Background: an optimization exercise with open tools, aiming at small area, a short achievable clock period and few clock cycles per item. Do not read the settings as production practice. Where RTL was checked, it was by simulation tests only, not by an equivalence proof against the original. The RTL of run 8 was laid out without a check of its function.

`flow/flow/run.sh`:
```
#!/bin/bash
# Layout flow: the standard flow (standard.sh: the standard synthesis, floorplan, place,
# CTS, route, finish) with two changes: the ports are buffered by the smallest buffer cell
# instead of the delay buffer buffer_ports picks by default, and clock tree synthesis adds no
# dummy loads. Each ORFS step logs to orfs/logs/; the whole make output goes to flow.log here.
set -euo pipefail
export BUFFER_PORTS_ARGS="-buffer_cell sky130_fd_sc_hd__buf_1"
export CTS_ARGS="-sink_clustering_enable -repair_clock_nets -dont_use_dummy_load -buf_list {sky130_fd_sc_hd__clkbuf_8}"
export SETUP_SLACK_MARGIN=6.5
bash standard.sh > flow.log 2>&1
```
`flow/standard.sh`:
```
#!/bin/bash
# synth_recipe.tcl (not shown) runs the flow's synth.tcl, then flattens the netlist and writes it again
# the make line also repeats each setting of config.mk as NAME=value (left out here)
make -C /OpenROAD-flow-scripts/flow DESIGN_CONFIG=/design/flow/config.mk WORK_HOME=/design/flow/orfs CLKGATE_MAP_FILE= SYNTH_SCRIPT=/design/flow/synth_recipe.tcl "${@:-finish}"
```
`flow/config.mk`:
```
export PLATFORM = sky130hd
export DESIGN_NAME = xtea_core
export DESIGN_NICKNAME = xtea_core
export VERILOG_FILES = /design/flow/design.v
export SDC_FILE = /design/flow/constraint.sdc
export NUM_CORES = 4
export LEC_CHECK = 0
export CAP_MARGIN = 20
export CORE_MARGIN = 2
export CORE_UTILIZATION = 40
export SLEW_MARGIN = 20
```
`flow/constraint.sdc`:
```
create_clock -name core_clock -period 12.0 [get_ports {clock}]
set_input_delay 2.4000 -clock core_clock [delete_from_list [all_inputs] [get_ports {clock}]]
set_output_delay 2.4000 -clock core_clock [all_outputs]
set_load 0.01 [all_outputs]
```
`flow/design.v`:
```
module xtea_core (
    input  logic         clock,
    input  logic         reset_n,
    input  logic         in_valid,
    output logic         in_ready,
    input  logic         mode,
    input  logic [31:0]  data_in1,
    input  logic [31:0]  data_in2,
    input  logic [127:0] key_in,
    output logic         out_valid,
    input  logic         out_ready,
    output logic [31:0]  data_out1,
    output logic [31:0]  data_out2,
    output logic         busy
);
    localparam logic [31:0] DELTA   = 32'h9E3779B9;
    logic         prep;     
    logic         run;      
    logic         full;     
    logic         ph;       
    logic         mode_q;
    logic [31:0]  x;
    logic [31:0]  y;
    logic [5:0]   n;        
    logic [31:0]  kk;       
    logic [127:0] key_q;
    logic         idle;
    logic         accept;
    logic         last;
    logic         fin_dec;
    logic [1:0]   idx;      
    logic [5:0]   n_nx;
    logic         ph_nx;
    logic [1:0]   idx_nx;
    logic [31:0]  sum;      
    logic [31:0]  sums [33];
    logic [31:0]  kw;
    logic [31:0]  mx;
    logic [31:0]  y_new;
    function automatic logic [31:0] add_bk(input logic [31:0] a, input logic [31:0] b,
                                           input logic cin);
        logic [32:0] gg;
        logic [32:0] pp;
        logic [31:0] p;
        p  = a ^ b;
        gg = {a & b, cin};
        pp = {p, 1'b0};
        for (int d = 1; d < 33; d = d * 2) begin
            for (int i = 2 * d - 1; i < 33; i = i + 2 * d) begin
                gg[i] = gg[i] | (pp[i] & gg[i - d]);
                pp[i] = pp[i] & pp[i - d];
            end
        end
        for (int d = 16; d >= 1; d = d / 2) begin
            for (int i = 3 * d - 1; i < 33; i = i + 2 * d) begin
                gg[i] = gg[i] | (pp[i] & gg[i - d]);
                pp[i] = pp[i] & pp[i - d];
            end
        end
        add_bk = p ^ gg[31:0];
    endfunction
    assign idle      = !prep && !run;
    assign in_ready  = idle && (!full || out_ready);
    assign accept    = in_valid && in_ready;
    assign out_valid = full;
    assign busy      = prep || run || full;
    for (genvar i = 0; i < 33; i++) begin : g_sum
        assign sums[i] = 32'(i * DELTA);
    end
    assign sum = sums[n];
    always_comb begin
        if (idle) begin
            n_nx   = mode ? 6'd32 : 6'd0;
            ph_nx  = 1'b0;
            idx_nx = mode ? sums[32][12:11] : sums[0][1:0];
        end else begin
            n_nx   = ph ? n : (mode_q ? n - 6'd1 : n + 6'd1);
            ph_nx  = !ph;
            idx_nx = (ph_nx ^ mode_q) ? sums[n_nx][12:11] : sums[n_nx][1:0];
        end
    end
    always_comb begin
        case (idx)
            2'd0:    kw = key_q[127:96];
            2'd1:    kw = key_q[95:64];
            2'd2:    kw = key_q[63:32];
            default: kw = key_q[31:0];
        endcase
    end
    assign mx    = ((y << 4) ^ (y >> 5)) + y;
    assign y_new = x + (mx ^ kk) + {31'd0, mode_q};
    assign last    = !ph && (mode_q ? (n == 6'd0) : n[5]);
    assign fin_dec = last && mode_q;
    always_ff @(posedge clock or negedge reset_n) begin
        if (!reset_n) begin
            prep <= 1'b0;
            run  <= 1'b0;
            full <= 1'b0;
        end else begin
            prep <= accept;
            if (prep) begin
                run <= 1'b1;
            end else if (run && last) begin
                run <= 1'b0;
            end
            if (run && last) begin
                full <= 1'b1;
            end else if (out_ready) begin
                full <= 1'b0;
            end
        end
    end
    always_ff @(posedge clock) begin
        if (accept) begin
            x      <= data_in1;
            y      <= data_in2;
            mode_q <= mode;
        end else if (prep) begin
            if (mode_q) begin
                x <= y;
                y <= x;
            end
        end else if (run) begin
            x <= fin_dec ? y_new : y;
            if (!fin_dec) y <= y_new;
        end
        if (idle) key_q <= key_in;
        n   <= n_nx;
        ph  <= ph_nx;
        idx <= idx_nx;
        kk <= add_bk(sum, kw, 1'b0) ^ {32{mode_q}};
    end
    assign data_out1 = x;
    assign data_out2 = y;
endmodule
```
==> flow_summary.yaml, run 1 <==
run_status:
  status: "complete, no violations"
yosys:
  ys_warn_count: 2
  synth_edf_count: 193
  synthArstFlopShare_pct: 1.27
  syn_inst: 1551
  synthFlopType: "edfxtp_1"
  synth_area_leaders: "edfxtp_1 (37%), ha_1 (7.7%), xnor2_1 (6.5%)"
  synth_seq_cells: 237
  synth_commonest_cells: "edfxtp_1 (193), nand2_1 (150), a21oi_1 (148)"
  yosys.cell_types.count: 69
  synth_most_common_cell: "edfxtp_1"
  syn_nets: 1863
  netlist.area_leader.share_pct: 36.9
  ys_seq_area_share_pct: 42.6
  yosysTopAreaCell: "edfxtp_1"
  synth_area_um2: 15700
  syn_avg_cell_area_um2: 10.1
sta:
  min_period_over_period_pct: 43.9
  fin_setup_tns_ns: 0
  hold_violations: 0
  post-route-min-period_ns: 5.27
  setup_viol: 0
  rsz0062_at_grt: "yes"
  clock.fmax_mhz: 190
  worst_pin_slew_ns: 1.01
  timing.final.ws_setup_ns: 6.73
  clock_skew_ns: 0.0357
  slew_viol_final: 0
  slew_headroom_pct: 32.4
setup_path:
  critical_path_arrival_ns: 2.87
  critPathSlowestCell: "buf_1"
  reg2reg_depth: 22
  required_ns: 9.60
  path_buf_inv: 2
  slowest_delay_ns: 0.16
  endpoint_kind: "output port"
  cp_top_family: "buffers and inverters"
  crit_cells: 4
  crit_start: "out_ready"
  critPathLaunchType: "input pin"
  path_cells: "buf_1, nor2b_4, nor2_4, buf_1"
  crit_path_frequent_cell: "buf_1"
  crit_fanout: 2
  reg2reg_from: "y[5]"
  reg2reg_slack_ns: 6.75
  worst-setup-path-type: "input pin to output port"
final_layout:
  post-route-util_pct: 46.6
  antenna_cells: 0
  syn_to_final_growth_pct: 14.8
  design.final.nets: 2130
  drive_gt1_share_pct: 8.65
clock_tree:
  cts-root-buf: "clkbuf_8"
  worstSkewPairLatency_ns: 0.57
  cts_made_buffers: 42
  cts_htree_levels: 2
  clock_sinks: 237
  clockBufferDepth: 3
  clk_transition_reported_paths_ns: 0.05
  ctsHoldBuffers: 0
  cts_tree: "built"
placement:
  portBuffers: 263
  pre_cts_ws_ns: 6.35
  dpl.hpwl_um: 36200
  gp_congestion: 1.01
die:
  die_height_um: 202
  rows: 72
  core_um2: 38600
  io_pins: 264
  die_w_um: 202
  start_util_pct: 40.6
  die-area_um2: 40800
hold_path:
  min_path_type: "register to register"
  min_from: "run"
  holdPathStages: 1
routing:
  wirelength_um: 47300
  post_drt_wl_per_cell_um: 20.3
  vias_per_cell: 5.58
  vias: 13034
  detail-route-antenna-nets: 0
  drt_iter0_markers: 877
  drc: 0
  drt_first_pass_iters: 7
global_routing:
  grt_pass1_vias: 12642
  antenna_found_initial: 0
  grt_usage_pct: 22.9
  grt_start_max_net_pins: 72
  gr-total-overflow: 0
  grt_first_pass_wirelength_um: 72800
run:
  drv_cap: 0
==> area by class of cell <==
cell class                 instances  area, um2
fill                            3689      20600
tap                              518        648
inverter                          50        198
clock buffer                      42        578
sequential                       237       6700
multi-input combinational       1192       8660
timing repair buffer             295       1230
==> state kept, by name, summed over array words and instances (netlist names), 2 cells and up <==
| register | cells |
|---|---|
| n | 6 |
| key_q | 128 |
| kk | 32 |
| y | 32 |
| x | 32 |
| idx | 2 |
==> stage by stage <==
| step | cell area [um2] | cells | hold WS, ns |
|---|---|---|---|
| 3_3_place_gp | 17200 | 2276 | 0.507 |
| 4_1_cts | 17800 | 2320 | 0.531 |
| 6_report | 18000 | 2334 | 0.531 |
| 3_5_place_dp | 17200 | 2276 | 0.515 |
| 5_1_grt | 18000 | 2334 | 0.567 |
| 2_1_floorplan | 15700 | 1551 | 0.473 |
==> cells in the final DEF, fill, tap and decap left out, types with 11 or more instances in the layout <==
cell / synthesis / final
or3_1: 11 / 11
nand2b_1: 14 / 14
dfxtp_1: 41 / 38
nor3_1: 23 / 23
edfxtp_1: 193 / 193
xnor2_1: 116 / 116
nand2_1: 150 / 147
mux4_2: 32 / 32
clkbuf_8: 0 / 42
fa_1: 18 / 18
nor2_1: 143 / 141
a31oi_1: 31 / 31
xor2_1: 58 / 58
nor2b_1: 13 / 11
buf_1: 16 / 263
inv_1: 47 / 44
a21oi_1: 148 / 145
o21ai_0: 87 / 82
and3_1: 13 / 12
nand3_1: 35 / 34
ha_1: 97 / 90
o21a_1: 11 / 11
a21o_1: 38 / 38
a211oi_1: 11 / 11
buf_4: 0 / 30
==> kinds of logic after synthesis <==
kind of cell,Yosys count,share of synthesized area [%]
and+or+nand+nor,442,12.7
DFF,237,42.6
AOI/OAI and AO/OA,417,16.6
buffers and inverters,122,2.94
xor gates and xnor gates,174,9.71
muxes,44,5.37
adders and majority gates,115,10.0
==> final timing paths <==
kind	endpoint
max	in_ready
min	full
max reg2reg	y[31]
min reg2reg	full
max in group asynchronous	prep
min in group asynchronous	run
==> routing by layer <==
layer  part of all wire [%]  wire [um]  GRT usage, %
met1                     44      20900          31.5
met5                      0          0             0
met2                     45      21500          36.9
met3                    7.3       3470          3.63
met4                    3.1       1450          8.01
==> what timing repair did <==
| item | 4_1_cts | 5_1_grt |
|---|---|---|
| pin swaps | 0 | 6 |
| endpoints found under the setup margin | 2 | 24 |
| setup buffers | 2 | 14 |
| gates resized for setup | 6 | 27 |
Testbench counts, summed over its fixed seeds: cycles 25,352, items 384.
==> inputs of run 2 (changes only) <==
--- a/flow/config.mk
+++ b/flow/config.mk
@@ -7,5 +7,5 @@
 export LEC_CHECK = 0
 export CAP_MARGIN = 20
 export CORE_MARGIN = 2
-export CORE_UTILIZATION = 40
+export CORE_UTILIZATION = 65
 export SLEW_MARGIN = 20
==> run 2 against run 1 <==
  * Still clean on timing, DRC and antenna
  * Clock-buffer cell count fell by 3
  * Critical path depth is 17 higher
  * Global-route usage grew 11 points
  * Fmax shrank 1.9%
  * Core utilization up 29 points
  * Register-to-register slack got worse by 0.12 ns
  * Setup slack worse by 0.10 ns
  * Critical endpoint is now kk[30]
  * Largest cell class unchanged
==> flow_summary.yaml, run 2 <==
global_routing:
  grt_start_max_net_pins: 89
  antenna_found_initial: 0
  gr-total-overflow: 0
  grt_pass1_vias: 12993
  grt_usage_pct: 33.8
  grt_first_pass_wirelength_um: 68300
die:
  die_height_um: 159
  io_pins: 264
  die_w_um: 159
  start_util_pct: 66.5
  die-area_um2: 25400
  core_um2: 23600
  rows: 56
sta:
  setup_viol: 0
  holdWs_ns: 0.534
  slew_headroom_pct: 28.9
  slew_viol_final: 0
  worst_pin_slew_ns: 1.07
  hold_violations: 0
  clock_skew_ns: 0.0796
  fin_setup_tns_ns: 0
  rsz0062_at_grt: "yes"
  clock.fmax_mhz: 186
  min_period_over_period_pct: 44.8
  post-route-min-period_ns: 5.37
routing:
  drt_iter0_markers: 1647
  drt_first_pass_iters: 6
  vias_per_cell: 6.30
  post_drt_wl_per_cell_um: 20.7
  detail-route-antenna-nets: 0
  wirelength_um: 44000
  drc: 0
  vias: 13439
setup_path:
  endpoint_kind: "register"
  slowest_delay_ns: 0.49
  crit_fanout: 42
  worst-setup-path-type: "register to register"
  path_buf_inv: 2
  critPathLaunchType: "register"
  crit_path_frequent_cell: "a21oi_1"
  critical_path_arrival_ns: 5.77
  critPathSlowestCell: "fa_1"
  cp_top_family: "compound AO/OA/AOI/OAI gates"
  required_ns: 12.40
  path_cells: "buf_12, clkinvlp_4, nand2_1, a21boi_0, a21oi_1, a21oi_1, a21oi_1, nor2_1, or3_1, ha_1, and2_1, a221o_1, o211ai_2, a31oi_2, a221oi_2, nor2b_1, o21ai_0, nand2b_1, fa_1, xnor2_2, xnor2_1"
final_layout:
  top_register: "key_q"
  antenna_cells: 0
  layout_common_cells: "buf_1 (263), edfxtp_1 (193), nand2_1 (148)"
  final_area_um2: 17800
  largest_reg_flops: 128
  drive_gt1_share_pct: 8.44
  design.final.nets: 2127
  instances_no_fill: 2132
  nFillCells: 1652
  syn_to_final_growth_pct: 13.4
  final_common_cell: "buf_1"
yosys:
  syn_nets: 1863
  synth_commonest_cells: "edfxtp_1 (193), nand2_1 (150), a21oi_1 (148)"
  synth_most_common_cell: "edfxtp_1"
  yosys.cell_types.count: 69
  syn_inst: 1551
  netlist.area_leader.share_pct: 36.9
  ys_warn_count: 2
  synth_edf_count: 193
  synthFlopType: "edfxtp_1"
  yosysTopAreaCell: "edfxtp_1"
  synth_area_leaders: "edfxtp_1 (37%), ha_1 (7.7%), xnor2_1 (6.5%)"
  synth_area_um2: 15700
  synth_seq_cells: 237
  ys_seq_area_share_pct: 42.6
  synthArstFlopShare_pct: 1.27
  syn_avg_cell_area_um2: 10.1
clock_tree:
  cts_made_buffers: 39
  cts_htree_levels: 2
  clockBufferDepth: 3
  clk_transition_reported_paths_ns: 0.06
  cts_tree: "built"
  cts-root-buf: "clkbuf_8"
  clock_sinks: 237
  worstSkewPairLatency_ns: 0.55
placement:
  gp_congestion: 0.994
  dpl.hpwl_um: 33000
  placed_area_um2: 17000
  portBuffers: 263
  dp.cells: 2078
run_status:
  status: "complete, no violations"
run:
  drv_cap: 0
hold_path:
  min_path_type: "register to register"
-- run 2: cell counts after synthesis --
No cell type changed its count.
-- run 2: cell type report --
cell class	count	area (um2)	share of cell area, %
clock buffers	39	537	3.02
inverters	50	198	1.11
multi-input cells	1192	8690	48.8
flip-flops and latches	237	6700	37.7
well taps	319	399	2.24
repair buffers	295	1270	7.12
-- run 2: through the flow --
stage	utilization, %	setup slack [ns]
2_1_floorplan	-	4.69
3_3_place_gp	71.9	6.42
3_5_place_dp	72.0	6.04
4_1_cts	74.5	6.51
5_1_grt	75.3	6.47
6_report	75.3	6.63
-- run 2: metal layers --
layer | up-vias | GRT usage (%) | part of all wire [%]
li1 | 6195 | - | -
met5 | - | 0 | 0
met2 | 833 | 57.4 | 48
met4 | 0 | 12.4 | 3.6
met1 | 6264 | 43.8 | 39
met3 | 147 | 5.97 | 9.3
-- run 2: logic make-up after synthesis --
logic type | after synthesis | synth area share [%]
DFF | 237 | 42.6
xor gates and xnor gates | 174 | 9.71
and+or+nand+nor | 442 | 12.7
AOI/OAI and AO/OA | 417 | 16.6
buffers and inverters | 122 | 2.94
adders and majority gates | 115 | 10.0
muxes | 44 | 5.37
-- run 2: timing repair --
item                                    4_1_cts  5_1_grt
endpoints found under the setup margin        4       15
setup buffers                                 3       12
resized for setup                            12       27
hold buffers                                  0        0
pin swaps                                     0        5
-- run 2: path summary, 6_finish.rpt --
path | startpoint | end | slack (ns) | cells after the start
min | run | full | 0.53 | 1
max reg2reg | n[2] | kk[30] | 6.63 | 21
min in group asynchronous | reset_n | run | 1.68 | 1
max | n[2] | kk[30] | 6.63 | 21
max in group asynchronous | reset_n | prep | 10.16 | 1
min reg2reg | run | full | 0.53 | 1
==> inputs of run 3 (changes only) <==
--- a/flow/flow/run.sh
+++ b/flow/flow/run.sh
@@ -5,6 +5,5 @@
 # dummy loads. Each ORFS step logs to orfs/logs/; the whole make output goes to flow.log here.
 set -euo pipefail
 export BUFFER_PORTS_ARGS="-buffer_cell sky130_fd_sc_hd__buf_1"
-export CTS_ARGS="-sink_clustering_enable -repair_clock_nets -dont_use_dummy_load -buf_list {sky130_fd_sc_hd__clkbuf_8}"
-export SETUP_SLACK_MARGIN=6.5
+export CTS_ARGS="-sink_clustering_enable -repair_clock_nets -dont_use_dummy_load"
 bash standard.sh > flow.log 2>&1
--- a/flow/config.mk
+++ b/flow/config.mk
@@ -7,5 +7,5 @@
 export LEC_CHECK = 0
 export CAP_MARGIN = 20
 export CORE_MARGIN = 2
-export CORE_UTILIZATION = 65
+export CORE_UTILIZATION = 40
 export SLEW_MARGIN = 20
==> run 3 against run 2 <==
  * Synthesized cell count is the same
  * Core utilization shrank 29 points
  * Fmax shrank 7.1%
  * Global-route usage shrank 11 points
  * Sequential share of layout area shrank 0.30 points
  * Sequential cell count is the same
  * Non-clock buffer count shrank 14
  * Highest routed layer unchanged
==> flow_summary.yaml, run 3 <==
run_status:
  status: "complete, no violations"
die:
  rows: 72
  start_util_pct: 40.6
  io_pins: 264
  die-area_um2: 40800
  die_w_um: 202
  die_height_um: 202
  core_um2: 38600
yosys:
  yosysTopAreaCell: "edfxtp_1"
  synth_area_leaders: "edfxtp_1 (37%), ha_1 (7.7%), xnor2_1 (6.5%)"
  yosys.cell_types.count: 69
  netlist.area_leader.share_pct: 36.9
  syn_avg_cell_area_um2: 10.1
  synth_commonest_cells: "edfxtp_1 (193), nand2_1 (150), a21oi_1 (148)"
  synth_most_common_cell: "edfxtp_1"
  synthFlopType: "edfxtp_1"
  syn_inst: 1551
  ys_seq_area_share_pct: 42.6
  synth_seq_cells: 237
  synthArstFlopShare_pct: 1.27
  syn_nets: 1863
  ys_warn_count: 2
  synth_edf_count: 193
  synth_area_um2: 15700
setup_path:
  slowest_delay_ns: 0.73
  required_ns: 12.41
  endpoint_kind: "register"
  critical_path_arrival_ns: 6.19
  crit_fanout: 20
  path_cells: "ha_1, nand2_1, o21ai_0, nand2b_1, nor2_1, nand2_1, ha_1, a21o_1, a21o_1, a221o_1, a221o_1, o211ai_2, a31oi_2, a221oi_2, nor2b_1, o21ai_0, nand2b_1, fa_1, xnor2_1, xnor2_1"
  critPathSlowestCell: "ha_1"
  critPathLaunchType: "register"
  worst-setup-path-type: "register to register"
  reg2reg_from: "n[0]"
  crit_start: "n[0]"
global_routing:
  grt_start_max_net_pins: 82
  grt_first_pass_wirelength_um: 72800
  gr-total-overflow: 0
  antenna_found_initial: 0
  top_usage_layer: "met2"
  grtUsageMet2_pct: 38.4
  grt_usage_pct: 22.9
  grt_use_met3_pct: 3.08
  grtUsageMet1_pct: 30.8
  grt_pass1_vias: 12839
sta:
  rsz0062_at_grt: "no"
  fin_setup_tns_ns: 0
  slew_viol_final: 0
  clock_skew_ns: 0.0184
  setup_viol: 0
  hold_violations: 0
  clock.fmax_mhz: 173
  min_period_over_period_pct: 48.2
  worst_pin_slew_ns: 1.01
  slew_headroom_pct: 32.6
  post-route-min-period_ns: 5.78
final_layout:
  largest_reg_flops: 128
  top_register: "key_q"
  syn_to_final_growth_pct: 14.1
  antenna_cells: 0
  drive_gt1_share_pct: 5.76
  final_common_cell: "buf_1"
  design.final.nets: 2101
  post-route-util_pct: 46.3
  nFillCells: 3700
  layout_common_cells: "buf_1 (263), edfxtp_1 (193), nand2_1 (149)"
routing:
  drt_iter0_markers: 780
  vias_per_cell: 5.63
  drt_first_pass_iters: 5
  wirelength_um: 47600
  drc: 0
  post_drt_wl_per_cell_um: 20.7
  detail-route-antenna-nets: 0
  vias: 12973
clock_tree:
  clock_sinks: 237
  postCtsSetupBuffers: 0
  clockBufferDepth: 3
  worstSkewPairLatency_ns: 0.54
  cts_tree: "built"
  cts-root-buf: "clkbuf_16"
  ctsHoldBuffers: 0
  clk_transition_reported_paths_ns: 0.06
  cts_resized: 0
  cts_made_buffers: 27
  cts_htree_levels: 1
hold_path:
  min_path_type: "register to register"
  min_from: "run"
placement:
  gp_congestion: 1.01
  portBuffers: 263
  dpl.hpwl_um: 37000
run:
  drv_cap: 0
run 3: cells by family (layout without fill, tap and decap cells):
group	Yosys count	in the layout	synth area share, %
and+or+nand+nor	442	442	12.7
AOI/OAI and AO/OA	417	417	16.6
DFF	237	237	42.6
adders and majority gates	115	115	10.0
muxes	44	44	5.37
xor gates and xnor gates	174	174	9.71
buffers and inverters	122	358	2.94
run 3: layer usage:
layer | wire [um] | vias up | part of all wire [%]
li1 | - | 6145 | -
met1 | 20100 | 6169 | 42
met2 | 22500 | 571 | 47
met3 | 3450 | 88 | 7.2
met4 | 1600 | 0 | 3.4
met5 | 0 | - | 0
run 3: critical path: cells and delay by family, from the launching register on:
| kind | cells | cell delay (ns) |
|---|---|---|
| flops | 1 | 0.53 |
| compound gates | 9 | 2.39 |
| simple gates | 6 | 0.99 |
| fa+ha+maj | 3 | 1.44 |
| xor+xnor | 2 | 0.27 |
run 3: cell type report:
cell class / count / area (um2) / share of cell area, %
Inverter: 50 / 190 / 1.06
Clock buffer: 27 / 676 / 3.77
Tap cell: 518 / 648 / 3.62
Timing Repair Buffer: 281 / 1130 / 6.34
Multi-Input combinational cell: 1192 / 8570 / 47.8
Sequential cell: 237 / 6690 / 37.4
run 3: final timing paths:
| path | to | slack (ns) | cells past startpoint |
|---|---|---|---|
| worst max-delay path | kk[30] | 6.22 | 20 |
| worst min-delay path | full | 0.52 | 1 |
| min in group asynchronous | full | 1.66 | 1 |
| worst max register to register | kk[30] | 6.22 | 20 |
| worst min register to register | full | 0.52 | 1 |
| max in group asynchronous | run | 10.18 | 1 |
run 3: per-stage QoR:
step / cells / setup slack (ns) / cell area (um2) / hold slack [ns]
3_3_place_gp: 2277 / 6.18 / 17200 / 0.503
5_1_grt: 2305 / 5.80 / 17900 / 0.538
4_1_cts: 2304 / 6.32 / 17900 / 0.519
6_report: 2305 / 6.22 / 17900 / 0.521
3_5_place_dp: 2277 / 6.33 / 17200 / 0.507
2_1_floorplan: 1551 / 2.99 / 15700 / 0.473
==> inputs of run 4 (changes only) <==
--- a/flow/flow/run.sh
+++ b/flow/flow/run.sh
@@ -6,4 +6,5 @@
 set -euo pipefail
 export BUFFER_PORTS_ARGS="-buffer_cell sky130_fd_sc_hd__buf_1"
 export CTS_ARGS="-sink_clustering_enable -repair_clock_nets -dont_use_dummy_load"
+export SETUP_SLACK_MARGIN=6.5
 bash standard.sh > flow.log 2>&1
==> run 4 against run 3 <==
  * Still clean
  * Sequential cell count stayed put
  * Synthesized area stayed put
  * Hold slack better by 0.0082 ns
  * Critical path type unchanged
  * Critical endpoint is now y[31]
==> flow_summary.yaml, run 4 <==
run_status:
  status: "complete, no violations"
setup_path:
  critical_path_arrival_ns: 5.57
  r2r_end: "y[31]"
  reg2reg_depth: 22
  required_ns: 12.28
  reg2reg_slack_ns: 6.71
  critPathLaunchType: "register"
  worst-setup-path-type: "register to register"
  reg2reg_from: "y[0]"
  endpoint_kind: "register"
  crit_fanout: 6
global_routing:
  grt_first_pass_wirelength_um: 72200
  antenna_found_initial: 0
  gr-total-overflow: 0
  grt_pass1_vias: 12448
  grt_start_max_net_pins: 72
  grt_usage_pct: 22.6
routing:
  vias_per_cell: 5.58
  drt_iter0_markers: 843
  post_drt_wl_per_cell_um: 20.3
  detail-route-antenna-nets: 0
  vias: 12939
  drc: 0
  drt_first_pass_iters: 5
  wirelength_um: 47000
yosys:
  ys_warn_count: 2
  synth_commonest_cells: "edfxtp_1 (193), nand2_1 (150), a21oi_1 (148)"
  synth_edf_count: 193
  synthFlopType: "edfxtp_1"
  synth_seq_cells: 237
  yosys.cell_types.count: 69
  synthArstFlopShare_pct: 1.27
  synth_area_leaders: "edfxtp_1 (37%), ha_1 (7.7%), xnor2_1 (6.5%)"
  synth_most_common_cell: "edfxtp_1"
  netlist.area_leader.share_pct: 36.9
  syn_inst: 1551
  syn_avg_cell_area_um2: 10.1
  synth_area_um2: 15700
  ys_seq_area_share_pct: 42.6
  yosysTopAreaCell: "edfxtp_1"
  syn_nets: 1863
die:
  die_height_um: 202
  die-area_um2: 40800
  io_pins: 264
  core_um2: 38600
  die_w_um: 202
  start_util_pct: 40.6
  rows: 72
sta:
  clock_skew_ns: 0.0324
  timing.final.ws_setup_ns: 6.71
  fin_setup_tns_ns: 0
  post-route-min-period_ns: 5.29
  hold_violations: 0
  clock.fmax_mhz: 189
  slew_headroom_pct: 34.1
  worst_pin_slew_ns: 0.982
  setup_viol: 0
  min_period_over_period_pct: 44.0
  rsz0062_at_grt: "no"
  slew_viol_final: 0
final_layout:
  syn_to_final_growth_pct: 15.3
  nFillCells: 3680
  antenna_cells: 0
  multiInputGateArea_um2: 8660
  final_common_cell: "buf_1"
  design.final.nets: 2113
  largest_reg_flops: 128
  layout_common_cells: "buf_1 (263), edfxtp_1 (193), nand2_1 (147)"
  drive_gt1_share_pct: 7.78
  top_register: "key_q"
  seqCellArea_um2: 6700
hold_path:
  min_from: "run"
  min_to: "full"
  min_path_type: "register to register"
  holdPathStages: 1
clock_tree:
  cts-root-buf: "clkbuf_16"
  clk_transition_reported_paths_ns: 0.06
  cts_tree: "built"
  cts_made_buffers: 27
  cts_htree_levels: 1
  clock_sinks: 237
  worstSkewPairLatency_ns: 0.54
  clockBufferDepth: 3
placement:
  dpl.hpwl_um: 36200
  gp_congestion: 1.01
  pre_cts_ws_ns: 6.35
  portBuffers: 263
run:
  drv_cap: 0
-- run 4: worst max-delay path, cell delays in order, from the launching register on --
cell      delay [ns]
edfxtp_1        0.46
ha_1            0.27
fa_1            0.41
a21o_1          0.17
a21o_1          0.20
a21oi_2         0.17
nand2_1         0.11
a31o_2          0.23
a21o_1          0.20
a21o_1          0.18
a21oi_1         0.17
xnor2_1         0.11
ha_2            0.39
and3_4          0.21
and4_2          0.28
nand2_1         0.08
or3_1           0.42
nand4_1         0.15
a31oi_1         0.10
o21ai_1         0.15
xnor2_1         0.20
mux2i_1         0.12
a221o_1         0.26
-- run 4: kinds of logic after synthesis --
kind of cell               synth area share, %
AOI/OAI and AO/OA                         16.6
adders and majority gates                 10.0
xor gates and xnor gates                  9.71
muxes                                     5.37
buffers and inverters                     2.94
DFF                                       42.6
and+or+nand+nor                           12.7
-- run 4: metrics by stage --
step                      hold slack (ns)  util [%]  cell area, um2  std cells
after global placement              0.507      44.6           17200       2276
after detailed placement            0.515      44.6           17200       2276
after CTS                           0.531      46.4           17900       2305
final                               0.529      46.8           18100       2317
after global routing                0.569      46.8           18100       2317
after floorplan                     0.473         -           15700       1551
-- run 4: worst max-delay path by stage --
stage	end	slack, ns	start
after CTS	kk[30]	6.53	n[0]
after detailed placement	kk[30]	6.35	n[2]
after global routing	x[30]	6.49	y[0]
after global placement	kk[30]	6.20	n[2]
final	y[31]	6.71	y[0]
after floorplan	y[0]	4.69	out_ready
-- run 4: layer usage --
layer | GRT usage (%) | routed length (um)
met1 | 31.4 | 20700
met2 | 37.0 | 21600
met3 | 3.32 | 3400
met4 | 5.72 | 1260
met5 | 0 | 0
-- run 4: what timing repair did --
item	in CTS	in global routing
buffers inserted	2	12
resized for setup	6	27
endpoints found under the hold margin	0	0
endpoints found under the setup margin	2	23
pin swaps	0	4
hold buffers	0	0
-- run 4: area by class of cell --
cell class                 count  share of cell area [%]
clock buffer                  27                    3.73
timing repair buffer         293                    6.75
tap                          518                    3.58
sequential                   237                    37.0
inverter                      50                    1.09
multi-input combinational   1192                    47.8
==> inputs of run 5 (changes only) <==
--- a/flow/flow/run.sh
+++ b/flow/flow/run.sh
@@ -6,5 +6,5 @@
 set -euo pipefail
 export BUFFER_PORTS_ARGS="-buffer_cell sky130_fd_sc_hd__buf_1"
 export CTS_ARGS="-sink_clustering_enable -repair_clock_nets -dont_use_dummy_load"
-export SETUP_SLACK_MARGIN=6.5
+export SETUP_SLACK_MARGIN=7.0
 bash standard.sh > flow.log 2>&1
==> run 5 against run 4 <==
  * Via count grew 2.4%
  * Die area is the same
  * Cell count grew 1.9%
==> flow_summary.yaml, run 5 <==
clock_tree:
  cts_htree_levels: 1
  cts-root-buf: "clkbuf_16"
  cts_made_buffers: 27
  clk_transition_reported_paths_ns: 0.06
  cts_tree: "built"
  clockBufferDepth: 3
  clock_sinks: 237
  worstSkewPairLatency_ns: 0.55
final_layout:
  antenna_cells: 0
  instances_no_fill: 2362
  final_common_cell: "buf_1"
  top_register: "key_q"
  syn_to_final_growth_pct: 20.3
  largest_reg_flops: 128
  design.final.nets: 2158
  drive_gt1_share_pct: 12.7
  layout_common_cells: "buf_1 (261), edfxtp_1 (193), nand2_1 (143)"
yosys:
  synth_compound_area_share_pct: 16.6
  synthFlopType: "edfxtp_1"
  syn_inst: 1551
  ys_seq_area_share_pct: 42.6
  synth_top_family_by_area: "compound AO/OA/AOI/OAI gates"
  synthMuxAreaShare_pct: 5.37
  synth_adder_area_share_pct: 10.0
  syn_avg_cell_area_um2: 10.1
  yosys.cell_types.count: 69
  synth_area_um2: 15700
  synth_edf_count: 193
  synth_seq_cells: 237
  synth-simple-area-share_pct: 12.7
  syn_nets: 1863
  yosysTopAreaCell: "edfxtp_1"
  synth_commonest_cells: "edfxtp_1 (193), nand2_1 (150), a21oi_1 (148)"
  synth_xor_area_share_pct: 9.71
  synthArstFlopShare_pct: 1.27
  netlist.area_leader.share_pct: 36.9
  ys_warn_count: 2
  synth_most_common_cell: "edfxtp_1"
  synth_area_leaders: "edfxtp_1 (37%), ha_1 (7.7%), xnor2_1 (6.5%)"
sta:
  clock.fmax_mhz: 193
  slew_viol_final: 0
  min_period_over_period_pct: 43.2
  post-route-min-period_ns: 5.19
  fin_setup_tns_ns: 0
  rsz0062_at_grt: "yes"
  setup_viol: 0
  clock_skew_ns: 0.0322
  slew_headroom_pct: 33.1
  worst_pin_slew_ns: 0.997
  hold_violations: 0
setup_path:
  worst-setup-path-type: "input pin to output port"
  crit_fanout: 2
  r2r_end: "y[31]"
  reg2reg_from: "y[1]"
  critical_path_arrival_ns: 2.79
  critPathLaunchType: "input pin"
  endpoint_kind: "output port"
  reg2reg_slack_ns: 7.00
  required_ns: 9.60
  reg2reg_depth: 22
routing:
  vias: 13254
  vias_per_cell: 5.61
  wirelength_um: 48700
  drt_first_pass_iters: 5
  drt_iter0_markers: 1024
  detail-route-antenna-nets: 0
  post_drt_wl_per_cell_um: 20.6
  drc: 0
global_routing:
  grt_start_max_net_pins: 72
  grt_usage_pct: 22.7
  gr-total-overflow: 0
  grt_first_pass_wirelength_um: 72400
  antenna_found_initial: 0
  grt_pass1_vias: 12565
die:
  die_height_um: 202
  core_um2: 38600
  rows: 72
  io_pins: 264
  start_util_pct: 40.6
  die-area_um2: 40800
  die_w_um: 202
run:
  drv_cap: 0
placement:
  gp_congestion: 1.01
  dpl.hpwl_um: 36200
  dp.cells: 2276
  portBuffers: 263
hold_path:
  min_from: "run"
  min_path_type: "register to register"
  holdPathStages: 1
  min_to: "full"
run_status:
  status: "complete, no violations"
==> run 5: cell counts after synthesis <==
Identical to the previous run, type by type.
==> run 5: final cells by class <==
type,count,area [um2]
fill,3630,19800
timing repair buffer,338,1640
inverter,50,209
sequential,237,6710
clock buffer,27,676
tap,518,648
multi-input combinational,1192,8990
==> run 5: cell families after synthesis <==
family | Yosys count
compound gates | 417
xor+xnor | 174
fa+ha+maj | 115
buf+inv | 122
flops | 237
mux | 44
simple gates | 442
==> run 5: how the worst max path moves through the flow <==
stage | to | startpoint | slack [ns]
after floorplan | y[0] | out_ready | 4.69
after global placement | kk[30] | n[2] | 6.20
after detailed placement | kk[30] | n[2] | 6.35
after CTS | in_ready | out_ready | 6.82
after global routing | y[31] | y[1] | 6.80
final | in_ready | out_ready | 6.81
==> run 5: what timing repair did <==
action | 4_1_cts | 5_1_grt
gates cloned | 0 | 3
pin swaps | 11 | 42
endpoints found under the setup margin | 34 | 35
setup buffers | 20 | 36
resized for setup | 51 | 70
hold buffers | 0 | 0
==> run 5: metal layers <==
layer	vias up	global-route usage, %	part of all wire (%)	wire length [um]
li1	6271	-	-	-
met1	6266	31.1	43	20900
met2	617	36.7	46	22300
met3	100	4.01	8.0	3910
met4	0	7.09	3.4	1670
met5	-	0	0	0
==> run 5: metrics by stage <==
| step | hold slack [ns] | utilization, % | setup slack, ns | cell area (um2) |
|---|---|---|---|---|
| 2_1_floorplan | 0.473 | - | 4.69 | 15700 |
| 3_3_place_gp | 0.507 | 44.6 | 6.20 | 17200 |
| 3_5_place_dp | 0.515 | 44.6 | 6.35 | 17200 |
| 4_1_cts | 0.531 | 47.2 | 6.82 | 18200 |
| 5_1_grt | 0.568 | 48.8 | 6.80 | 18900 |
| 6_report | 0.531 | 48.8 | 6.81 | 18900 |
==> run 5: critical path: stages <==
cell and delay (ns):
buf_6 0.10, nor2b_4 0.13, nor2_4 0.04, buf_6 0.12
==> inputs of run 6 (changes only) <==
--- a/flow/flow/run.sh
+++ b/flow/flow/run.sh
@@ -5,6 +5,6 @@
 # dummy loads. Each ORFS step logs to orfs/logs/; the whole make output goes to flow.log here.
 set -euo pipefail
 export BUFFER_PORTS_ARGS="-buffer_cell sky130_fd_sc_hd__buf_1"
-export CTS_ARGS="-sink_clustering_enable -repair_clock_nets -dont_use_dummy_load"
-export SETUP_SLACK_MARGIN=7.0
+export CTS_ARGS="-sink_clustering_enable -repair_clock_nets -dont_use_dummy_load -buf_list {sky130_fd_sc_hd__clkbuf_4}"
+export SETUP_SLACK_MARGIN=6.5
 bash standard.sh > flow.log 2>&1
==> run 6 against run 5 <==
  * Still clean on timing, DRC and antenna
  * Sequential cell count unchanged
  * Via count decreased by 0.61%
  * Setup slack got worse by 0.088 ns
==> flow_summary.yaml, run 6 <==
run_status:
  status: "complete, no violations"
yosys:
  synthArstFlopShare_pct: 1.27
  yosys.cell_types.count: 69
  yosysTopAreaCell: "edfxtp_1"
  synth_most_common_cell: "edfxtp_1"
  synth_area_um2: 15700
  synth_area_leaders: "edfxtp_1 (37%), ha_1 (7.7%), xnor2_1 (6.5%)"
  synthFlopType: "edfxtp_1"
  ys_seq_area_share_pct: 42.6
  synth_commonest_cells: "edfxtp_1 (193), nand2_1 (150), a21oi_1 (148)"
  syn_inst: 1551
  synth_edf_count: 193
  syn_nets: 1863
  ys_warn_count: 2
  netlist.area_leader.share_pct: 36.9
  synth_seq_cells: 237
  syn_avg_cell_area_um2: 10.1
die:
  die-area_um2: 40800
  core_um2: 38600
  die_height_um: 202
  die_w_um: 202
  start_util_pct: 40.6
  io_pins: 264
  rows: 72
routing:
  drc: 0
  top_layer: "met4"
  dr_wl_met3_um: 3570
  drt_iter0_markers: 907
  dr_wl_met2_um: 21700
  vias_per_cell: 5.57
  drt-met1-wl_um: 20800
  post_drt_wl_per_cell_um: 20.1
  vias: 13173
  wirelength_um: 47500
  drt_first_pass_iters: 7
  detail-route-antenna-nets: 0
final_layout:
  syn_to_final_growth_pct: 14.6
  multiInputGateArea_um2: 8680
  instances_no_fill: 2364
  design.final.nets: 2158
  drive_gt1_share_pct: 10.0
  largest_reg_flops: 128
  final_common_cell: "buf_1"
  seqCellArea_um2: 6700
  layout_common_cells: "buf_1 (263), edfxtp_1 (193), nand2_1 (147)"
  nFillCells: 3715
  top_register: "key_q"
global_routing:
  grt_first_pass_wirelength_um: 73200
  grt_start_max_net_pins: 72
  grt_usage_pct: 23.2
  grt_pass1_vias: 12856
  antenna_found_initial: 1
  gr-total-overflow: 0
clock_tree:
  cts_made_buffers: 69
  worstSkewPairLatency_ns: 0.74
  cts-root-buf: "clkbuf_4"
  clock_sinks: 237
  ctsHoldBuffers: 0
  clk_transition_reported_paths_ns: 0.06
  cts_tree: "built"
  cts_htree_levels: 3
  clockBufferDepth: 3
hold_path:
  min_from: "run"
  min_path_type: "register to register"
  holdPathStages: 1
  min_to: "full"
sta:
  rsz0062_at_grt: "no"
  timing.final.ws_setup_ns: 6.72
  fin_setup_tns_ns: 0
  setup_viol: 0
  min_period_over_period_pct: 44.0
  hold_violations: 0
  post-route-min-period_ns: 5.28
  worst_pin_slew_ns: 0.984
  slew_viol_final: 0
  clock.fmax_mhz: 190
  slew_headroom_pct: 34.0
  clock_skew_ns: 0.0605
setup_path:
  critPathLaunchType: "register"
  crit_fanout: 5
  r2r_end: "y[31]"
  required_ns: 12.44
  endpoint_kind: "register"
  worst-setup-path-type: "register to register"
  critical_path_arrival_ns: 5.72
  reg2reg_slack_ns: 6.72
  reg2reg_depth: 22
  reg2reg_from: "y[0]"
placement:
  dp.cells: 2276
  dpl.hpwl_um: 36200
  gp_congestion: 1.01
  pre_cts_ws_ns: 6.35
  portBuffers: 263
run:
  drv_cap: 0
[run 6: logic make-up after synthesis]
| family | after synthesis | synth area share (%) |
|---|---|---|
| adder cells (fa/ha/maj) | 115 | 10.0 |
| AND/OR/NAND/NOR | 442 | 12.7 |
| buffers and inverters | 122 | 2.94 |
| flip-flops | 237 | 42.6 |
| AO/OA/AOI/OAI | 417 | 16.6 |
| multiplexers | 44 | 5.37 |
| XOR/XNOR | 174 | 9.71 |
[run 6: final cells by class]
type / count / area share, %
Antenna cell: 2 / 0.0278
Sequential cell: 237 / 37.2
Multi-Input combinational cell: 1192 / 48.3
Clock buffer: 69 / 2.88
Timing Repair Buffer: 296 / 6.91
Inverter: 50 / 1.10
Tap cell: 518 / 3.60
[run 6: worst max path at each step]
stage,startpoint,end,slack [ns]
after global routing,y[0],x[30],6.51
after floorplan,out_ready,y[0],4.69
after CTS,y[5],x[30],6.51
after global placement,n[2],kk[30],6.20
after detailed placement,n[2],kk[30],6.35
final,y[0],y[31],6.72
[run 6: through the flow]
step / hold WS [ns] / area, um2 / util, %
6_report: 0.547 / 18000 / 46.5
5_1_grt: 0.581 / 18000 / 46.5
4_1_cts: 0.545 / 17800 / 46.0
3_5_place_dp: 0.515 / 17200 / 44.6
3_3_place_gp: 0.507 / 17200 / 44.6
2_1_floorplan: 0.473 / 15700 / -
[run 6: worst max-delay path, cell delays in order, from the launching register on]
cell and delay, ns:
edfxtp_1 0.47, ha_2 0.24, fa_1 0.40, a21o_1 0.17, a21o_1 0.20, a21oi_2 0.17
nand2_1 0.11, a31o_2 0.23, a21o_1 0.20, a21o_1 0.18, a21oi_1 0.17, xnor2_1 0.12
ha_2 0.37, and3_4 0.20, and4_2 0.30, nand2_1 0.08, or3_1 0.42, nand4_1 0.15
a31oi_1 0.10, o21ai_1 0.15, xnor2_1 0.20, mux2i_1 0.12, a221o_1 0.26
[run 6: metal layers]
| metal | vias to the layer above | track usage [%] |
|---|---|---|
| li1 | 6292 | - |
| met1 | 6201 | 31.1 |
| met2 | 582 | 36.8 |
| met3 | 98 | 4.79 |
| met4 | 0 | 8.98 |
| met5 | - | 0 |
[run 6: repair_timing]
item                                    4_1_cts  5_1_grt
endpoints found under the setup margin        2       23
pin swaps                                     0        7
resized for setup                             6       29
buffers inserted                              2       15
hold endpoints to repair                      0        0
==> inputs of run 7 (changes only) <==
--- a/flow/flow/run.sh
+++ b/flow/flow/run.sh
@@ -5,6 +5,6 @@
 # dummy loads. Each ORFS step logs to orfs/logs/; the whole make output goes to flow.log here.
 set -euo pipefail
 export BUFFER_PORTS_ARGS="-buffer_cell sky130_fd_sc_hd__buf_1"
-export CTS_ARGS="-sink_clustering_enable -repair_clock_nets -dont_use_dummy_load -buf_list {sky130_fd_sc_hd__clkbuf_4}"
+export CTS_ARGS="-sink_clustering_enable -repair_clock_nets -dont_use_dummy_load -buf_list {sky130_fd_sc_hd__clkbuf_4 sky130_fd_sc_hd__clkbuf_8}"
 export SETUP_SLACK_MARGIN=6.5
 bash standard.sh > flow.log 2>&1
==> run 7 against run 6 <==
  * Setup slack improved by 0.0044 ns
  * Clock skew decreased by 0.025 ns
  * Cell count fell by 1.3%
  * Highest routed layer unchanged
  * Hold slack worse by 0.016 ns
  * Largest cell class unchanged
  * Non-clock buffer count shrank 1
  * Clock-buffer cell count down 27
==> flow_summary.yaml, run 7 <==
placement:
  gp_congestion: 1.01
  placed_area_um2: 17200
  dpl.hpwl_um: 36200
  portBuffers: 263
setup_path:
  worst-setup-path-type: "input pin to output port"
  crit_fanout: 2
  critPathLaunchType: "input pin"
  reg2reg_depth: 22
  reg2reg_slack_ns: 6.75
  r2r_end: "y[31]"
  endpoint_kind: "output port"
  crit_start: "out_ready"
  required_ns: 9.60
  reg2reg_from: "y[5]"
  critical_path_arrival_ns: 2.87
clock_tree:
  cts_made_buffers: 42
  cts_htree_levels: 2
  clk_transition_reported_paths_ns: 0.05
  worstSkewPairLatency_ns: 0.57
  cts-root-buf: "clkbuf_8"
  clockBufferDepth: 3
  clock_sinks: 237
  cts_tree: "built"
  ctsHoldBuffers: 0
routing:
  vias: 13034
  drc: 0
  vias_per_cell: 5.58
  wirelength_um: 47300
  drt_iter0_markers: 877
  detail-route-antenna-nets: 0
  drt_first_pass_iters: 7
  post_drt_wl_per_cell_um: 20.3
yosys:
  ys_seq_area_share_pct: 42.6
  netlist.area_leader.share_pct: 36.9
  syn_inst: 1551
  synth_most_common_cell: "edfxtp_1"
  ys_warn_count: 2
  synth_commonest_cells: "edfxtp_1 (193), nand2_1 (150), a21oi_1 (148)"
  yosys.cell_types.count: 69
  syn_nets: 1863
  synth_area_um2: 15700
  synthFlopType: "edfxtp_1"
  syn_avg_cell_area_um2: 10.1
  synth_edf_count: 193
  synth_seq_cells: 237
  yosysTopAreaCell: "edfxtp_1"
  synthArstFlopShare_pct: 1.27
  synth_area_leaders: "edfxtp_1 (37%), ha_1 (7.7%), xnor2_1 (6.5%)"
global_routing:
  grt_use_met3_pct: 3.63
  grtUsageMet1_pct: 31.5
  top_usage_layer: "met2"
  grt_pass1_vias: 12642
  gr-total-overflow: 0
  antenna_found_initial: 0
  grt_usage_pct: 22.9
  grtUsageMet2_pct: 36.9
  grt_start_max_net_pins: 72
  grt_first_pass_wirelength_um: 72800
final_layout:
  top_register: "key_q"
  largest_reg_flops: 128
  layout_common_cells: "buf_1 (263), edfxtp_1 (193), nand2_1 (147)"
  final_area_um2: 18000
  syn_to_final_growth_pct: 14.8
  antenna_cells: 0
  final_common_cell: "buf_1"
  drive_gt1_share_pct: 8.65
  design.final.nets: 2130
hold_path:
  min_to: "full"
  min_path_type: "register to register"
  holdPathStages: 1
  min_from: "run"
sta:
  worst_pin_slew_ns: 1.01
  clock_skew_ns: 0.0357
  slew_headroom_pct: 32.4
  post-route-min-period_ns: 5.27
  setup_viol: 0
  slew_viol_final: 0
  min_period_over_period_pct: 43.9
  rsz0062_at_grt: "yes"
  hold_violations: 0
  fin_setup_tns_ns: 0
  clock.fmax_mhz: 190
run:
  drv_cap: 0
die:
  io_pins: 264
  start_util_pct: 40.6
  die_height_um: 202
  rows: 72
  die-area_um2: 40800
  die_w_um: 202
  core_um2: 38600
run_status:
  status: "complete, no violations"
-- run 7: kinds of logic (layout without fill, tap and decap cells) --
logic type	after synthesis	in the layout	synth area share (%)
AND/OR/NAND/NOR	442	442	12.7
AO/OA/AOI/OAI	417	417	16.6
flip-flops	237	237	42.6
XOR/XNOR	174	174	9.71
buffers and inverters	122	387	2.94
adder cells (fa/ha/maj)	115	115	10.0
multiplexers	44	44	5.37
-- run 7: worst max-delay path by stage --
stage          slack (ns)        to  cells past startpoint
2_1_floorplan        4.69      y[0]                      5
3_3_place_gp         6.20    kk[30]                     23
3_5_place_dp         6.35    kk[30]                     23
4_1_cts              6.51     y[31]                     22
5_1_grt              6.48     x[30]                     23
6_report             6.73  in_ready                      4
-- run 7: what timing repair did --
item	CTS	global route
gates resized for setup	6	27
setup endpoints to repair	2	24
setup buffers	2	14
pin swaps	0	6
endpoints found under the hold margin	0	0
-- run 7: layout make-up --
type | instances | area, um2
well taps | 518 | 648
clock buffers | 42 | 578
repair buffers | 295 | 1230
inverters | 50 | 198
flip-flops and latches | 237 | 6700
fillers | 3689 | 20600
multi-input cells | 1192 | 8660
-- run 7: per-stage QoR --
stage	std cells	worst slack (ns)	hold WS [ns]	util, %
6_report	2334	6.73	0.531	46.6
5_1_grt	2334	6.48	0.567	46.6
4_1_cts	2320	6.51	0.531	46.1
3_5_place_dp	2276	6.35	0.515	44.6
3_3_place_gp	2276	6.20	0.507	44.6
2_1_floorplan	1551	4.69	0.473	-
-- run 7: critical path: stages --
cell	delay, ns
buf_1	0.12
nor2b_4	0.06
nor2_4	0.13
buf_1	0.16
-- run 7: per-layer routing --
| metal | routed length [um] | vias to the layer above | share of wire, % |
|---|---|---|---|
| met5 | 0 | - | 0 |
| li1 | - | 6201 | - |
| met2 | 21500 | 590 | 45 |
| met1 | 20900 | 6150 | 44 |
| met4 | 1450 | 0 | 3.1 |
| met3 | 3470 | 93 | 7.3 |
==> inputs of run 8 (changes only) <==
--- a/flow/design.v
+++ b/flow/design.v
@@ -87,8 +87,8 @@
             default: kw = key_q[31:0];
         endcase
     end
-    assign mx    = ((y << 4) ^ (y >> 5)) + y;
-    assign y_new = x + (mx ^ kk) + {31'd0, mode_q};
+    assign mx    = add_bk((y << 4) ^ (y >> 5), y, 1'b0);
+    assign y_new = add_bk(x, mx ^ kk, mode_q);
     assign last    = !ph && (mode_q ? (n == 6'd0) : n[5]);
     assign fin_dec = last && mode_q;
     always_ff @(posedge clock or negedge reset_n) begin
--- a/flow/flow/run.sh
+++ b/flow/flow/run.sh
@@ -5,6 +5,6 @@
 # dummy loads. Each ORFS step logs to orfs/logs/; the whole make output goes to flow.log here.
 set -euo pipefail
 export BUFFER_PORTS_ARGS="-buffer_cell sky130_fd_sc_hd__buf_1"
-export CTS_ARGS="-sink_clustering_enable -repair_clock_nets -dont_use_dummy_load -buf_list {sky130_fd_sc_hd__clkbuf_4 sky130_fd_sc_hd__clkbuf_8}"
+export CTS_ARGS="-sink_clustering_enable -repair_clock_nets -dont_use_dummy_load -buf_list {sky130_fd_sc_hd__clkbuf_8}"
 export SETUP_SLACK_MARGIN=6.5
 bash standard.sh > flow.log 2>&1
==> run 8 against run 7 <==
  * Sequential cell count did not move
  * Critical endpoint is now x[30]
  * Cell count decreased by 4.5%
  * Setup slack lost 0.21 ns
  * Cell area grew 0.96%
==> flow_summary.yaml, run 8 <==
run_status:
  status: "complete, no violations"
global_routing:
  gr-total-overflow: 0
  antenna_found_initial: 0
  grt_first_pass_wirelength_um: 66600
  grt_start_max_net_pins: 81
  grt_pass1_vias: 11721
  grt_usage_pct: 21.2
setup_path:
  cp_top_family: "compound AO/OA/AOI/OAI gates"
  critPathSlowestCell: "fa_1"
  endpoint_kind: "register"
  worst-setup-path-type: "register to register"
  required_ns: 12.31
  path_buf_inv: 1
  crit_fanout: 4
  critical_path_arrival_ns: 5.79
  slowest_delay_ns: 0.50
  path_cells: "buf_4, ha_1, o211ai_1, o211ai_1, nand4bb_1, a211oi_4, nor2_1, fa_1, xnor2_2, ha_1, a21oi_1, nand2_1, a221o_1, a22oi_2, a31oi_2, a41o_1, a21o_1, a21oi_2, fa_2, xor2_2, nor2_1, a21oi_1, o21ai_1"
  critPathLaunchType: "register"
routing:
  vias: 11895
  drt_first_pass_iters: 8
  post_drt_wl_per_cell_um: 19.4
  wirelength_um: 43400
  drc: 0
  vias_per_cell: 5.34
  drt_iter0_markers: 943
  detail-route-antenna-nets: 0
sta:
  slew_viol_final: 0
  rsz0062_at_grt: "yes"
  worst_pin_slew_ns: 0.992
  clock.fmax_mhz: 182
  slew_headroom_pct: 33.8
  hold_violations: 0
  fin_setup_tns_ns: 0
  post-route-min-period_ns: 5.48
  setup_viol: 0
  min_period_over_period_pct: 45.7
  timing.final.ws_setup_ns: 6.52
  clock_skew_ns: 0.0473
final_layout:
  design.final.nets: 2052
  final_common_cell: "buf_1"
  antenna_cells: 0
  layout_common_cells: "buf_1 (263), edfxtp_1 (193), nand2_1 (112)"
  syn_to_final_growth_pct: 17.6
  drive_gt1_share_pct: 12.4
  top_register: "key_q"
  largest_reg_flops: 128
yosys:
  synthFlopType: "edfxtp_1"
  ys_warn_count: 2
  syn_avg_cell_area_um2: 11.0
  ys_seq_area_share_pct: 43.3
  netlist.area_leader.share_pct: 37.5
  synth_area_leaders: "edfxtp_1 (37%), ha_1 (7.8%), fa_1 (6.0%)"
  synthArstFlopShare_pct: 1.27
  syn_nets: 1750
  synth_area_um2: 15500
  syn_inst: 1411
  synth_most_common_cell: "edfxtp_1"
  synth_seq_cells: 237
  yosysTopAreaCell: "edfxtp_1"
  yosys.cell_types.count: 78
  synth_edf_count: 193
  synth_commonest_cells: "edfxtp_1 (193), nor2_1 (115), nand2_1 (113)"
clock_tree:
  clk_transition_reported_paths_ns: 0.05
  cts-root-buf: "clkbuf_8"
  clockBufferDepth: 3
  ctsHoldBuffers: 0
  clock_sinks: 237
  cts_made_buffers: 42
  cts_tree: "built"
  cts_htree_levels: 2
  worstSkewPairLatency_ns: 0.60
die:
  die_height_um: 201
  rows: 72
  die-area_um2: 40200
  die_w_um: 201
  io_pins: 264
  core_um2: 38400
  start_util_pct: 40.3
run:
  drv_cap: 0
placement:
  dpl.hpwl_um: 31900
  gp_congestion: 0.932
  portBuffers: 263
  pre_cts_ws_ns: 5.98
hold_path:
  min_path_type: "register to register"
[run 8: changes by cell type in the layout (fill, tap and decap cells not counted), moves of 25 or more]
cell     change
a21oi_1     -44
buf_4       +33
fa_1        +25
nand2_1     -35
nor2_1      -30
xnor2_1     -37
[run 8: per-layer routing]
layer  vias to the layer above  wire length [um]  GRT usage, %  part of all wire, %
met1                      5625             19800          29.9                   46
met2                       467             19300          33.0                   45
li1                       5723                 -             -                    -
met5                         -                 0             0                    0
met3                        80              3110          4.09                  7.2
met4                         0              1150          6.88                  2.7
[run 8: final timing paths]
kind | startpoint | endpoint | slack, ns | depth (start not counted)
setup / recovery | y[8] | x[30] | 6.52 | 23
hold / removal | run | full | 0.53 | 1
setup reg to reg | y[8] | x[30] | 6.52 | 23
hold reg to reg | run | full | 0.53 | 1
max in group asynchronous | reset_n | prep | 10.21 | 1
min in group asynchronous | reset_n | run | 1.63 | 1
[run 8: what timing repair did]
item,4_1_cts,5_1_grt
setup buffers,22,23
setup endpoints to repair,16,23
pin swaps,16,35
gates resized for setup,16,41
[run 8: cell type report]
type	count	area (um2)
Multi-Input combinational cell	1050	8570
Clock buffer	42	578
Timing Repair Buffer	328	1480
Fill cell	3611	20200
Sequential cell	237	6700
Tap cell	518	648
Inverter	54	213
[run 8: through the flow]
step,hold WS (ns),instance area (um2),util [%],cells
floorplan,0.473,15500,-,1411
global placement,0.511,17000,44.3,2142
detailed placement,0.519,17000,44.3,2142
CTS,0.533,17800,46.5,2206
global route,0.571,18200,47.4,2229
finish,0.529,18200,47.4,2229
[run 8: logic make-up after synthesis]
kind of cell | Yosys count | share of synthesized area, %
XOR/XNOR | 155 | 8.78
buffers and inverters | 124 | 3.08
AND/OR/NAND/NOR | 336 | 9.93
flip-flops | 237 | 43.3
adder cells (fa/ha/maj) | 142 | 13.7
AO/OA/AOI/OAI | 348 | 14.1
multiplexers | 69 | 7.08
==> inputs of run 9 (changes only) <==
--- a/flow/design.v
+++ b/flow/design.v
@@ -87,8 +87,8 @@
             default: kw = key_q[31:0];
         endcase
     end
-    assign mx    = add_bk((y << 4) ^ (y >> 5), y, 1'b0);
-    assign y_new = add_bk(x, mx ^ kk, mode_q);
+    assign mx    = ((y << 4) ^ (y >> 5)) + y;
+    assign y_new = x + (mx ^ kk) + {31'd0, mode_q};
     assign last    = !ph && (mode_q ? (n == 6'd0) : n[5]);
     assign fin_dec = last && mode_q;
     always_ff @(posedge clock or negedge reset_n) begin
==> flow/flow/run.sh (replaced) <==
#!/bin/bash
# Layout flow: the standard flow (standard.sh: the standard synthesis, floorplan, place,
# CTS, route, finish) with the ports buffered by the smallest buffer cell instead of the delay
# buffer buffer_ports picks by default. Each ORFS step logs to orfs/logs/; the whole make
# output goes to flow.log in this folder.
set -euo pipefail
export BUFFER_PORTS_ARGS="-buffer_cell sky130_fd_sc_hd__buf_1"
bash standard.sh > flow.log 2>&1
==> run 9 against run 8 <==
  * Critical endpoint is now kk[30]
  * Setup slack worse by 0.31 ns
  * Largest cell class unchanged
  * Critical path type unchanged
  * Core utilization fell by 0.55 points
  * Sequential cell count unchanged
  * Die area increased by 1.5%
==> flow_summary.yaml, run 9 <==
run_status:
  status: "complete, no violations"
yosys:
  syn_avg_cell_area_um2: 10.1
  synth_edf_count: 193
  yosys.cell_types.count: 69
  synthFlopType: "edfxtp_1"
  ys_warn_count: 2
  netlist.area_leader.share_pct: 36.9
  syn_inst: 1551
  syn_nets: 1863
  synth_seq_cells: 237
  synth_area_leaders: "edfxtp_1 (37%), ha_1 (7.7%), xnor2_1 (6.5%)"
  ys_seq_area_share_pct: 42.6
  yosysTopAreaCell: "edfxtp_1"
  synth_most_common_cell: "edfxtp_1"
  synthArstFlopShare_pct: 1.27
  synth_commonest_cells: "edfxtp_1 (193), nand2_1 (150), a21oi_1 (148)"
  synth_area_um2: 15700
global_routing:
  grt_start_max_net_pins: 82
  grt_pass1_vias: 12847
  gr-total-overflow: 0
  antenna_found_initial: 0
  grt_usage_pct: 22.9
  grt_first_pass_wirelength_um: 72900
sta:
  slew_headroom_pct: 31.9
  slew_viol_final: 0
  timing.final.ws_setup_ns: 6.20
  clock.fmax_mhz: 173
  worst_pin_slew_ns: 1.01
  post-route-min-period_ns: 5.80
  clock_skew_ns: 0.0244
  setup_viol: 0
  min_period_over_period_pct: 48.3
  fin_setup_tns_ns: 0
  hold_violations: 0
  rsz0062_at_grt: "no"
die:
  rows: 72
  die_height_um: 202
  die_w_um: 202
  io_pins: 264
  start_util_pct: 40.6
  core_um2: 38600
  die-area_um2: 40800
final_layout:
  syn_to_final_growth_pct: 15.3
  instances_no_fill: 2327
  top_register: "key_q"
  layout_common_cells: "buf_1 (263), edfxtp_1 (193), nand2_1 (149)"
  largest_reg_flops: 128
  final_common_cell: "buf_1"
  antenna_cells: 0
  drive_gt1_share_pct: 6.52
  design.final.nets: 2101
setup_path:
  path_buf_inv: 0
  slowest_delay_ns: 0.74
  crit_fanout: 20
  required_ns: 12.44
  critPathSlowestCell: "ha_1"
  critPathLaunchType: "register"
  critical_path_arrival_ns: 6.23
  endpoint_kind: "register"
  worst-setup-path-type: "register to register"
  cp_top_family: "compound AO/OA/AOI/OAI gates"
  path_cells: "ha_1, nand2_1, o21ai_0, nand2b_1, nor2_1, nand2_1, ha_1, a21o_1, a21o_1, a221o_1, a221o_1, o211ai_2, a31oi_2, a221oi_2, nor2b_1, o21ai_0, nand2b_1, fa_1, xnor2_1, xnor2_1"
clock_tree:
  clockBufferDepth: 3
  worstSkewPairLatency_ns: 0.56
  clock_sinks: 237
  cts_resized: 0
  cts_htree_levels: 1
  postCtsSetupBuffers: 0
  clk_transition_reported_paths_ns: 0.06
  ctsHoldBuffers: 0
  cts_made_buffers: 27
  cts_tree: "built"
  cts-root-buf: "clkbuf_16"
routing:
  wirelength_um: 47700
  detail-route-antenna-nets: 0
  drt_iter0_markers: 754
  drc: 0
  vias: 13050
  vias_per_cell: 5.61
  post_drt_wl_per_cell_um: 20.5
  drt_first_pass_iters: 5
placement:
  dp.cells: 2277
  dpl.hpwl_um: 37000
  gp_congestion: 1.01
  portBuffers: 263
  pre_cts_ws_ns: 6.33
hold_path:
  min_path_type: "register to register"
run:
  drv_cap: 0
## run 9: routing by layer
layer  vias up  track usage, %  share of wire [%]
met5         -               0                  0
met4         0            6.80                3.1
met3        79            3.29                7.2
met2       589            38.3                 47
met1      6200            30.8                 42
li1       6182               -                  -
## run 9: worst paths after layout
kind / slack [ns] / startpoint / cells past startpoint / end
setup / recovery: 6.20 / n[0] / 20 / kk[30]
hold reg to reg: 0.52 / run / 1 / full
min in group asynchronous: 1.64 / reset_n / 1 / full
hold / removal: 0.52 / run / 1 / full
max in group asynchronous: 10.20 / reset_n / 1 / run
setup reg to reg: 6.20 / n[0] / 20 / kk[30]
## run 9: final cells by class
| class | instances | area [um2] |
|---|---|---|
| Clock buffer | 29 | 683 |
| Clock inverter | 20 | 181 |
| Timing Repair Buffer | 281 | 1130 |
| Inverter | 50 | 190 |
| Tap cell | 518 | 648 |
| Fill cell | 3680 | 20500 |
| Multi-Input combinational cell | 1192 | 8570 |
| Sequential cell | 237 | 6690 |
## run 9: stage by stage
step	util, %	instance area, um2	hold WS [ns]
global placement	44.5	17200	0.503
global route	46.8	18100	0.539
detailed placement	44.5	17200	0.507
floorplan	-	15700	0.473
CTS	46.8	18100	0.520
finish	46.8	18100	0.522
## run 9: kinds of logic after synthesis
family,count (synthesis),synth area share [%]
flip-flops,237,42.6
AO/OA/AOI/OAI,417,16.6
multiplexers,44,5.37
buffers and inverters,122,2.94
AND/OR/NAND/NOR,442,12.7
adder cells (fa/ha/maj),115,10.0
XOR/XNOR,174,9.71
## run 9: worst register-to-register path: stages, from the launching register on
cell and delay (ns):
dfxtp_1 0.54, ha_1 0.74, nand2_1 0.44, o21ai_0 0.50
nand2b_1 0.22, nor2_1 0.06, nand2_1 0.09, ha_1 0.27
a21o_1 0.20, a21o_1 0.18, a221o_1 0.31, a221o_1 0.36
o211ai_2 0.21, a31oi_2 0.18, a221oi_2 0.32, nor2b_1 0.11
o21ai_0 0.16, nand2b_1 0.10, fa_1 0.44, xnor2_1 0.20
xnor2_1 0.08
Testbench counts of run 9, summed over its fixed seeds: cycles 25,352, items 384.

-- port drivers added, routing unchanged --
How much do the figures lean on ideal ports? The routed layouts below were timed once more, with nothing changed but the port constraints.
Step 1 assumes that a clkbuf_16 drives the clock port and a buf_2 every other input.
Step 2 also shifts input and output timing later by t, the mid clock arrival at the registers, as if the neighbouring blocks saw the same clock.
a / b / c = no drivers / after step 1 / after step 2; a / b = the first two.
run	t, ns	setup slack, ns	clock arrival spread, ns
run 1	0.598	6.729 / 6.702 / 6.702	0.040 / 0.040
run 2	0.557	6.627 / 6.627 / 6.627	0.080 / 0.079
run 3	0.583	6.220 / 6.220 / 6.220	0.019 / 0.018
run 4	0.576	6.715 / 6.702 / 6.702	0.036 / 0.036
run 5	0.575	6.813 / 6.780 / 6.780	0.036 / 0.036
run 6	0.764	6.724 / 6.702 / 6.702	0.060 / 0.061
run 7	0.598	6.729 / 6.702 / 6.702	0.040 / 0.040
run 8	0.621	6.520 / 6.520 / 6.520	0.048 / 0.047
run 9	0.603	6.205 / 6.205 / 6.205	0.024 / 0.025
After both steps every run listed still meets setup and hold. For run 5, which loses most, drivers alone change the setup slack by -0.033 ns; drivers and shift together by -0.033 ns.
